This design comes from an exercise in tuning for small area and few clock cycles per item on the open sky130 flow, not from production work.
Function was checked by simulation only, so behaviour that the tests miss may differ from the original.
Power and IR drop assume default switching activity.

$ cat design/flow/config.mk
export PLATFORM = sky130hd
export DESIGN_NAME = sorted_top_n_score_table_unit
export DESIGN_NICKNAME = sorted_top_n_score_table_unit
export VERILOG_FILES = /design/flow/design.v
export SDC_FILE = /design/flow/constraint.sdc
export NUM_CORES = 4
export LEC_CHECK = 0
export CAP_MARGIN = 20
export CORE_MARGIN = 2
export CORE_UTILIZATION = 25
export PLACE_DENSITY = 0.35
export SLEW_MARGIN = 20
$ cat design/flow/constraint.sdc
create_clock -name core_clock -period 6.0 [get_ports {clk}]
set_input_delay 1.2000 -clock core_clock [delete_from_list [all_inputs] [get_ports {clk}]]
set_output_delay 1.2000 -clock core_clock [all_outputs]
set_load 0.01 [all_outputs]
$ cat design/flow/design.v
package stst_pkg;
	localparam int TableDepthDef = 16;
	localparam int NameBytesDef  = 8;
	localparam int FuncW   = 2;
	localparam int ScoreW  = 31;
	localparam int NameW   = 64;
	localparam int RankW   = 5;
	localparam int StatusW = 3;
	localparam int CountW  = 5;
	localparam int InW  = 104;
	localparam int OutW = 104;
	localparam logic [FuncW-1:0] FUNC_INSERT = 2'd0;
	localparam logic [FuncW-1:0] FUNC_DELETE = 2'd1;
	localparam logic [FuncW-1:0] FUNC_READ   = 2'd2;
	localparam logic [StatusW-1:0] ST_DONE    = 3'd0;
	localparam logic [StatusW-1:0] ST_LOW     = 3'd1;
	localparam logic [StatusW-1:0] ST_BADRANK = 3'd2;
	localparam logic [StatusW-1:0] ST_EMPTY   = 3'd3;
	localparam logic [StatusW-1:0] ST_CANCEL  = 3'd4;
	typedef struct packed {
		logic [ScoreW-1:0] score;
		logic [NameW-1:0]  name;
	} entry_t;
	typedef struct packed {
		logic ins;
		logic del;
	} cmd_t;
endpackage
module stst_cell #(
	parameter int TABLE_DEPTH = stst_pkg::TableDepthDef,
	parameter int IDX         = 0
) (
	input  logic                                   clk,
	input  logic [1:0]                              cmd,
	input  logic [$clog2(TABLE_DEPTH+1)-1:0]       count,
	input  logic [stst_pkg::RankW-1:0]             rank,
	input  logic [stst_pkg::ScoreW+stst_pkg::NameW-1:0] new_ent,
	input  logic [stst_pkg::ScoreW+stst_pkg::NameW-1:0] prev_ent,
	input  logic                                   prev_ge,
	input  logic [stst_pkg::ScoreW+stst_pkg::NameW-1:0] next_ent,
	output logic [stst_pkg::ScoreW+stst_pkg::NameW-1:0] ent,
	output logic                                   ge,
	output logic [stst_pkg::ScoreW+stst_pkg::NameW-1:0] rd_ent
);
	localparam int CW = $clog2(TABLE_DEPTH + 1);
	localparam int RW = ((CW > stst_pkg::RankW) ? CW : stst_pkg::RankW) + 1;
	logic [stst_pkg::ScoreW+stst_pkg::NameW-1:0] ent_q;
	logic [stst_pkg::ScoreW-1:0] ent_score;
	logic [stst_pkg::ScoreW-1:0] new_score;
	logic           valid;
	logic           at_or_past;
	logic           hit;
	logic [RW-1:0]  my_idx;
	logic [RW-1:0]  my_pos;
	logic [RW-1:0]  cnt_w;
	logic [RW-1:0]  rank_w;
	assign my_idx = RW'(IDX);
	assign my_pos = RW'(IDX + 1);
	assign cnt_w  = RW'(count);
	assign rank_w = RW'(rank);
	assign valid      = my_idx < cnt_w;
	assign ge         = valid && (ent_score >= new_score);
	assign at_or_past = my_pos >= rank_w;
	assign hit        = my_pos == rank_w;
	assign ent_score = ent_q[stst_pkg::ScoreW+stst_pkg::NameW-1:stst_pkg::NameW];
	assign new_score = new_ent[stst_pkg::ScoreW+stst_pkg::NameW-1:stst_pkg::NameW];
	assign ent    = ent_q;
	assign rd_ent = hit ? ent_q : '0;
	always_ff @(posedge clk) begin
		if (cmd[1]) begin
			if (!ge) begin
				ent_q <= prev_ge ? new_ent : prev_ent;
			end
		end else if (cmd[0]) begin
			if (at_or_past) begin
				ent_q <= next_ent;
			end
		end
	end
endmodule
module sorted_top_n_score_table_unit #(
	parameter int TABLE_DEPTH = stst_pkg::TableDepthDef,
	parameter int NAME_BYTES  = stst_pkg::NameBytesDef
) (
	input  logic                       clk,
	input  logic                       arst_n,
	input  logic                       s_tvalid,
	output logic                       s_tready,
	input  logic [stst_pkg::InW-1:0]   s_tdata,
	output logic                       m_tvalid,
	input  logic                       m_tready,
	output logic [stst_pkg::OutW-1:0]  m_tdata
);
	localparam int CW = $clog2(TABLE_DEPTH + 1);
	localparam int RW = ((CW > stst_pkg::RankW) ? CW : stst_pkg::RankW) + 1;
	localparam int EW = stst_pkg::ScoreW + stst_pkg::NameW;
	logic [stst_pkg::FuncW-1:0]   func;
	logic [stst_pkg::ScoreW-1:0]  new_score;
	logic [stst_pkg::NameW-1:0]   new_name;
	logic [stst_pkg::RankW-1:0]   rank;
	logic [CW-1:0]      count_q;
	logic [CW-1:0]      count_nxt;
	logic               m_tvalid_q;
	logic [stst_pkg::OutW-1:0]    m_tdata_q;
	logic               accept;
	logic               empty;
	logic               full;
	logic               rank_ok;
	logic [RW-1:0]      rank_w;
	logic [RW-1:0]      cnt_w;
	logic [stst_pkg::StatusW-1:0] status;
	logic               is_read_ok;
	logic [1:0]         cmd;
	logic [EW-1:0]      new_ent;
	logic [EW-1:0]      rd_all;
	logic [EW-1:0]      rd_out;
	logic [stst_pkg::NameW-1:0]   packed_name;
	logic [TABLE_DEPTH*EW-1:0] ents;
	logic [TABLE_DEPTH*EW-1:0] rds;
	logic [TABLE_DEPTH-1:0]    ges;
	assign func      = s_tdata[1:0];
	assign new_score = s_tdata[32:2];
	assign new_name  = s_tdata[96:33];
	assign rank      = s_tdata[101:97];
	assign s_tready = !m_tvalid_q || m_tready;
	assign accept   = s_tvalid && s_tready;
	logic [7:0] name_alive;
	always_comb begin
		for (int b = 0; b < 8; b++) begin
			if (b == 0) begin
				name_alive[b] = (b < NAME_BYTES) && (new_name[8*b +: 8] != 8'd0);
			end else begin
				name_alive[b] = name_alive[b-1] && (b < NAME_BYTES) && (new_name[8*b +: 8] != 8'd0);
			end
			packed_name[8*b +: 8] = name_alive[b] ? new_name[8*b +: 8] : 8'd0;
		end
	end
	assign new_ent = {new_score, packed_name};
	assign empty   = count_q == '0;
	assign full    = count_q == CW'(TABLE_DEPTH);
	assign rank_w  = RW'(rank);
	assign cnt_w   = RW'(count_q);
	assign rank_ok = (rank != '0) && (rank_w <= cnt_w);
	always_comb begin
		status     = stst_pkg::ST_DONE;
		cmd        = '0;
		count_nxt  = count_q;
		is_read_ok = 1'b0;
		unique case (func)
			stst_pkg::FUNC_INSERT: begin
				if (full && ges[TABLE_DEPTH-1]) begin
					status = stst_pkg::ST_LOW;
				end else begin
					cmd[1] = accept;
					if (!full) begin
						count_nxt = count_q + 1'b1;
					end
				end
			end
			stst_pkg::FUNC_DELETE, stst_pkg::FUNC_READ: begin
				if (empty) begin
					status = stst_pkg::ST_EMPTY;
				end else if (rank == '0) begin
					status = stst_pkg::ST_CANCEL;
				end else if (!rank_ok) begin
					status = stst_pkg::ST_BADRANK;
				end else if (func == stst_pkg::FUNC_DELETE) begin
					cmd[0]   = accept;
					count_nxt = count_q - 1'b1;
				end else begin
					is_read_ok = 1'b1;
				end
			end
			default: begin
				status = stst_pkg::ST_BADRANK;
			end
		endcase
	end
	genvar gi;
	generate
		for (gi = 0; gi < TABLE_DEPTH; gi++) begin : g_cell
			logic [EW-1:0] prev_e;
			logic [EW-1:0] next_e;
			logic   prev_g;
			if (gi == 0) begin : g_first
				assign prev_e = new_ent;
				assign prev_g = 1'b1;
			end else begin : g_mid
				assign prev_e = ents[(gi-1)*EW +: EW];
				assign prev_g = ges[gi-1];
			end
			if (gi == TABLE_DEPTH - 1) begin : g_last
				assign next_e = ents[gi*EW +: EW];
			end else begin : g_inner
				assign next_e = ents[(gi+1)*EW +: EW];
			end
			stst_cell #(
				.TABLE_DEPTH(TABLE_DEPTH),
				.IDX        (gi)
			) u_cell (
				.clk     (clk),
				.cmd     (cmd),
				.count   (count_q),
				.rank    (rank),
				.new_ent (new_ent),
				.prev_ent(prev_e),
				.prev_ge (prev_g),
				.next_ent(next_e),
				.ent     (ents[gi*EW +: EW]),
				.ge      (ges[gi]),
				.rd_ent  (rds[gi*EW +: EW])
			);
		end
	endgenerate
	always_comb begin
		rd_all = '0;
		for (int i = 0; i < TABLE_DEPTH; i++) begin
			rd_all = rd_all | rds[i*EW +: EW];
		end
	end
	assign rd_out = is_read_ok ? rd_all : '0;
	always_ff @(posedge clk or negedge arst_n) begin
		if (!arst_n) begin
			count_q    <= '0;
			m_tvalid_q <= 1'b0;
		end else begin
			if (accept) begin
				count_q    <= count_nxt;
				m_tvalid_q <= 1'b1;
			end else if (m_tready) begin
				m_tvalid_q <= 1'b0;
			end
		end
	end
	always_ff @(posedge clk) begin
		if (accept) begin
			m_tdata_q <= {1'b0, rd_out[stst_pkg::NameW-1:0], rd_out[EW-1:stst_pkg::NameW], stst_pkg::CountW'(count_nxt), status};
		end
	end
	assign m_tvalid = m_tvalid_q;
	assign m_tdata  = m_tdata_q;
endmodule
$ cat design/flow/run.sh
#!/bin/bash
# synth_recipe.tcl (not shown) runs the flow's synth.tcl, then flattens the netlist and writes it again
# the make line also repeats each setting of config.mk as NAME=value (left out here)
make -C /OpenROAD-flow-scripts/flow DESIGN_CONFIG=/design/flow/config.mk WORK_HOME=/design/flow/orfs CLKGATE_MAP_FILE= SYNTH_SCRIPT=/design/flow/synth_recipe.tcl finish
==> impl_metrics.csv <==
group,metric,value,unit
drt,routed_wirelength,622000,µm
timing,period_needed,5050,ps
timing,worst_slew_margin_rel,0.172,
placed_design,place_hpwl,399000,µm
cells_and_area,area_added_between_synthesis_and_finish,19.1,%
worst_setup_path,start_kind,"input port",
power,power_per_cell_area,278,nW/µm²
cts,cts_resized,0,
floorplanning,dieHeight,663,µm
power,leakage_power_of_the_design,47.4,nW
timing,achievable-frequency,0.198,GHz
synthesis,synth.largest_area_cell,"edfxtp_1",
drt,remaining_drc_errors,0,
timing,totalNegativeSetupSlack,0,ps
cells_and_area,drive_gt1_frac,0.111,
synthesis,synthDistinctLibCells,74,
global_route,grt_antenna_before_repair,24,
placed_design,place.gp.congestion,0.882,
synthesis,postSynthNetCount,11800,
drt,avgViaCountPerCell,6.00,
timing,max_slew.worst_pin.slew,1230,ps
cells_and_area,multi_input_comb_area,55300,µm²
cts,cts_post_setup_buffers_inserted,0,
global_route,grt.total_usage,0.271,
worst_setup_path,worstPathRequired,6600,ps
worst_setup_path,worstSetupPathType,"input port to register",
floorplanning,ios,214,
cts,cts-htree-levels,4,
cts,clock_sinks,1629,
timing,final-max-slew-violation-count,0,
power,peakVddDrop,0.231,mV
synthesis,yosysMostFrequentCell,"edfxtp_1",
drt,post_route_ant_nets,0,
cts,cts-buffers-inserted,222,
worst_hold_path,worst_hold_path_type,"input port to asynchronous set/reset pin",
synthesis,synth_seq_cells,1629,
synthesis,synthesis.area,108000,µm²
worst_setup_path,crit_path_max_incr_delay,780,ps
global_route,grt.overflow.total,0,
timing,grt_setup_unrepaired,"false",
floorplanning,fp.dieArea,439000,µm²
worst_setup_path,endpoint_kind,"register",
power,total_power,36.0,mW
cells_and_area,final_net_count,11800,
run_status,run_status,"complete, no violations",
synthesis,synth_top_cells_by_area,"edfxtp_1 (45%), mux2i_1 (7.9%), ha_1 (5.8%)",
synthesis,post-synth-top-area-fraction,0.449,
timing,worst_setup_skew_after_layout,44.0,ps
global_route,first_global_vias,96900,
drt,dr_total_vias,102000,
drt,post_drt_wl_per_cell,36.4,µm
cts,tritoncts,"built",
cts,clkSlewWorstSetupHoldPaths,60,ps
floorplanning,floorplan.die.width,663,µm
placed_design,port_buffers,210,
synthesis,ys_seq_area_frac,0.451,
timing,setup_violations,0,
floorplanning,start_util,0.251,
global_route,grt_first_pass_wirelength,844000,µm
timing,finalCritPeriodShare,0.842,
timing,layout_setup_ws,946,ps
synthesis,synthArstFlopShare,0.00368,
timing,timing_hold_violations_final,0,
drt,firstDrtPassIters,7,
worst_setup_path,critical-path-top-cell-by-count,"buf_12",
floorplanning,core-area,432000,µm²
worst_setup_path,cp_data_arrival_time,5650,ps
synthesis,synth_ff_type,"edfxtp_1",
cts,clock_tree.root_cell,"clkbuf_16",
synthesis,synthesis_warning_total,17,
cts,clockBufferDepth,4,
synthesis,synth_cells,11200,
worst_setup_path,worstPathCellList,"clkdlybuf4s50_1 > inv_1 > buf_4 > ha_1 > nand4_1 > or2_4 > or3_1 > o221a_4 > o21ai_0 > a31oi_4 > buf_12 > buf_12",
synthesis,number_of_enable_type_register_cells_in_the_synthesized_netlist,1623,
worst_setup_path,crit_path_top_delay_cell,"clkdlybuf4s50_1",
global_route,grt_max_degree,151,
worst_setup_path,crit_fanout,29,
synthesis,list_of_most_frequent_post_synthesis_cells,"edfxtp_1 (1623), nand2_1 (1411), mux2i_1 (853)",
cts,worstSkewPairLatency,970,ps
drt,1st_iter_drt_viols,13300,
placed_design,dp_worst_setup_slack,53.7,ps
cells_and_area,ff_latch_area,48900,µm²
synthesis,syn_area_per_cell,9.70,µm²
cts,postCtsHoldBufs,0,
run,max-cap-violations,0,
floorplanning,floorplan.rows,241,
cells_and_area,nFillCells,44400,
worst max-delay path, delay by kind of cell:
family | cells | cell delay, ps
buf+inv | 5 | 1930
compound gates | 3 | 1490
simple gates | 3 | 630
fa+ha+maj | 1 | 310
area by class of cell:
class,instances,share of cell area
well taps,5710,0.0553
clock inverters,99,0.00576
flip-flops and latches,1629,0.378
multi-input cells,8324,0.428
clock buffers,288,0.0455
diodes,10,0.000194
repair buffers,920,0.0840
inverters,104,0.00305
logic make-up after synthesis:
kind of cell	synth area share
flops	0.451
simple gates	0.131
fa+ha+maj	0.0585
mux	0.0944
buf+inv	0.0470
other cells	0.0000346
compound gates	0.219
worst paths after layout:
check / cells past startpoint / endpoint / slack [ps] / from
max: 12 / g_cell[7].u_cell.ent_q[33] / 950 / s_tdata[32]
min in group core_clock: 2 / m_tvalid_q / 560 / m_tvalid_q
max reg2reg: 14 / g_cell[6].u_cell.ent_q[56] / 1190 / g_cell[15].u_cell.ent_q[64]
min: 1 / m_tvalid_q / 550 / arst_n
max in group asynchronous: 1 / count_q[4] / 5150 / arst_n
min reg2reg: 2 / m_tvalid_q / 560 / m_tvalid_q
through the flow:
| step | instance area (µm²) | hold WS (ps) | cells | util |
|---|---|---|---|---|
| 5_1_grt | 129000 | 537 | 17100 | 0.299 |
| 6_report | 129000 | 555 | 17100 | 0.299 |
| 4_1_cts | 129000 | 492 | 17100 | 0.299 |
| 2_1_floorplan | 109000 | 529 | 11200 | - |
| 3_3_place_gp | 123000 | 532 | 16700 | 0.284 |
| 3_5_place_dp | 123000 | 549 | 16700 | 0.284 |
state kept, by name, indices dropped and copies added (netlist names):
name	cells
m_tvalid_q	1
m_tdata	103
g_cell.u_cell.ent_q	1520
count_q	5
per-layer routing:
layer | vias to the layer above | GRT usage | routed length (µm)
li1 | 43300 | - | -
met5 | - | 0 | 18
met1 | 52300 | 0.369 | 266000
met3 | 1148 | 0.0423 | 49300
met4 | 2 | 0.100 | 26900
met2 | 5719 | 0.432 | 280000
where the power goes:
part	switching (mW)	internal, mW	leakage (nW)	total, mW
Sequential	0.526	13.2	14.9	13.7
Combinational	6.21	2.96	29.2	9.17
Clock	5.86	7.22	3.25	13.1
Total	12.6	23.4	47.4	36.0
cell usage in the layout (no fill, tap or decap), drive strengths merged, types with 38 or more instances in the layout:
| master | count |
|---|---|
| a41oi | 43 |
| a311oi | 54 |
| nand2 | 1411 |
| clkbuf | 288 |
| nand3 | 506 |
| o211a | 40 |
| nor2 | 754 |
| o21ai | 785 |
| a211oi | 64 |
| and3 | 124 |
| a31oi | 410 |
| a21oi | 769 |
| a2111oi | 38 |
| a221oi | 293 |
| a22o | 284 |
| or3 | 53 |
| ha | 507 |
| o311ai | 64 |
| nand4 | 204 |
| o211ai | 133 |
| mux2i | 853 |
| clkinv | 82 |
| a21o | 148 |
| inv | 110 |
| o311a | 48 |
| mux2 | 151 |
| edfxtp | 1623 |
| a22oi | 198 |
| o31ai | 147 |
| nor4 | 46 |
| buf | 711 |
| clkdlybuf4s50 | 209 |
Testbench counts, summed over its fixed seeds: cycles 4,808, items 4,800.

## re-timing with driven ports
How much do the figures lean on ideal ports? The routed layout below was timed once more, with nothing changed but the port constraints.
Step 1 (the two cells are an assumption about what drives the block):
set clk [get_ports {clk}]
set_driving_cell -lib_cell sky130_fd_sc_hd__clkbuf_16 $clk
set_driving_cell -lib_cell sky130_fd_sc_hd__buf_2 [delete_from_list [all_inputs] $clk]
Step 2, shift: input delay + t, output delay - t, t = (earliest + latest rising clock arrival at the registers) / 2. This alone moves slack from input paths to output paths.
Three values: ideal, step 1, step 2; two values: the first two.
t, ns: 1.062
slack for setup (ns): 0.946 / 1.030 / -0.031
worst setup path at the end: input to register
worst slew at a driven data input, ns: 0.08
pins driven straight from the clock port: 1
Met with ideal ports but missed after step 2: setup timing in this run. The setup slack of this run moves by +0.084 ns with the drivers and by -0.977 ns with both steps.
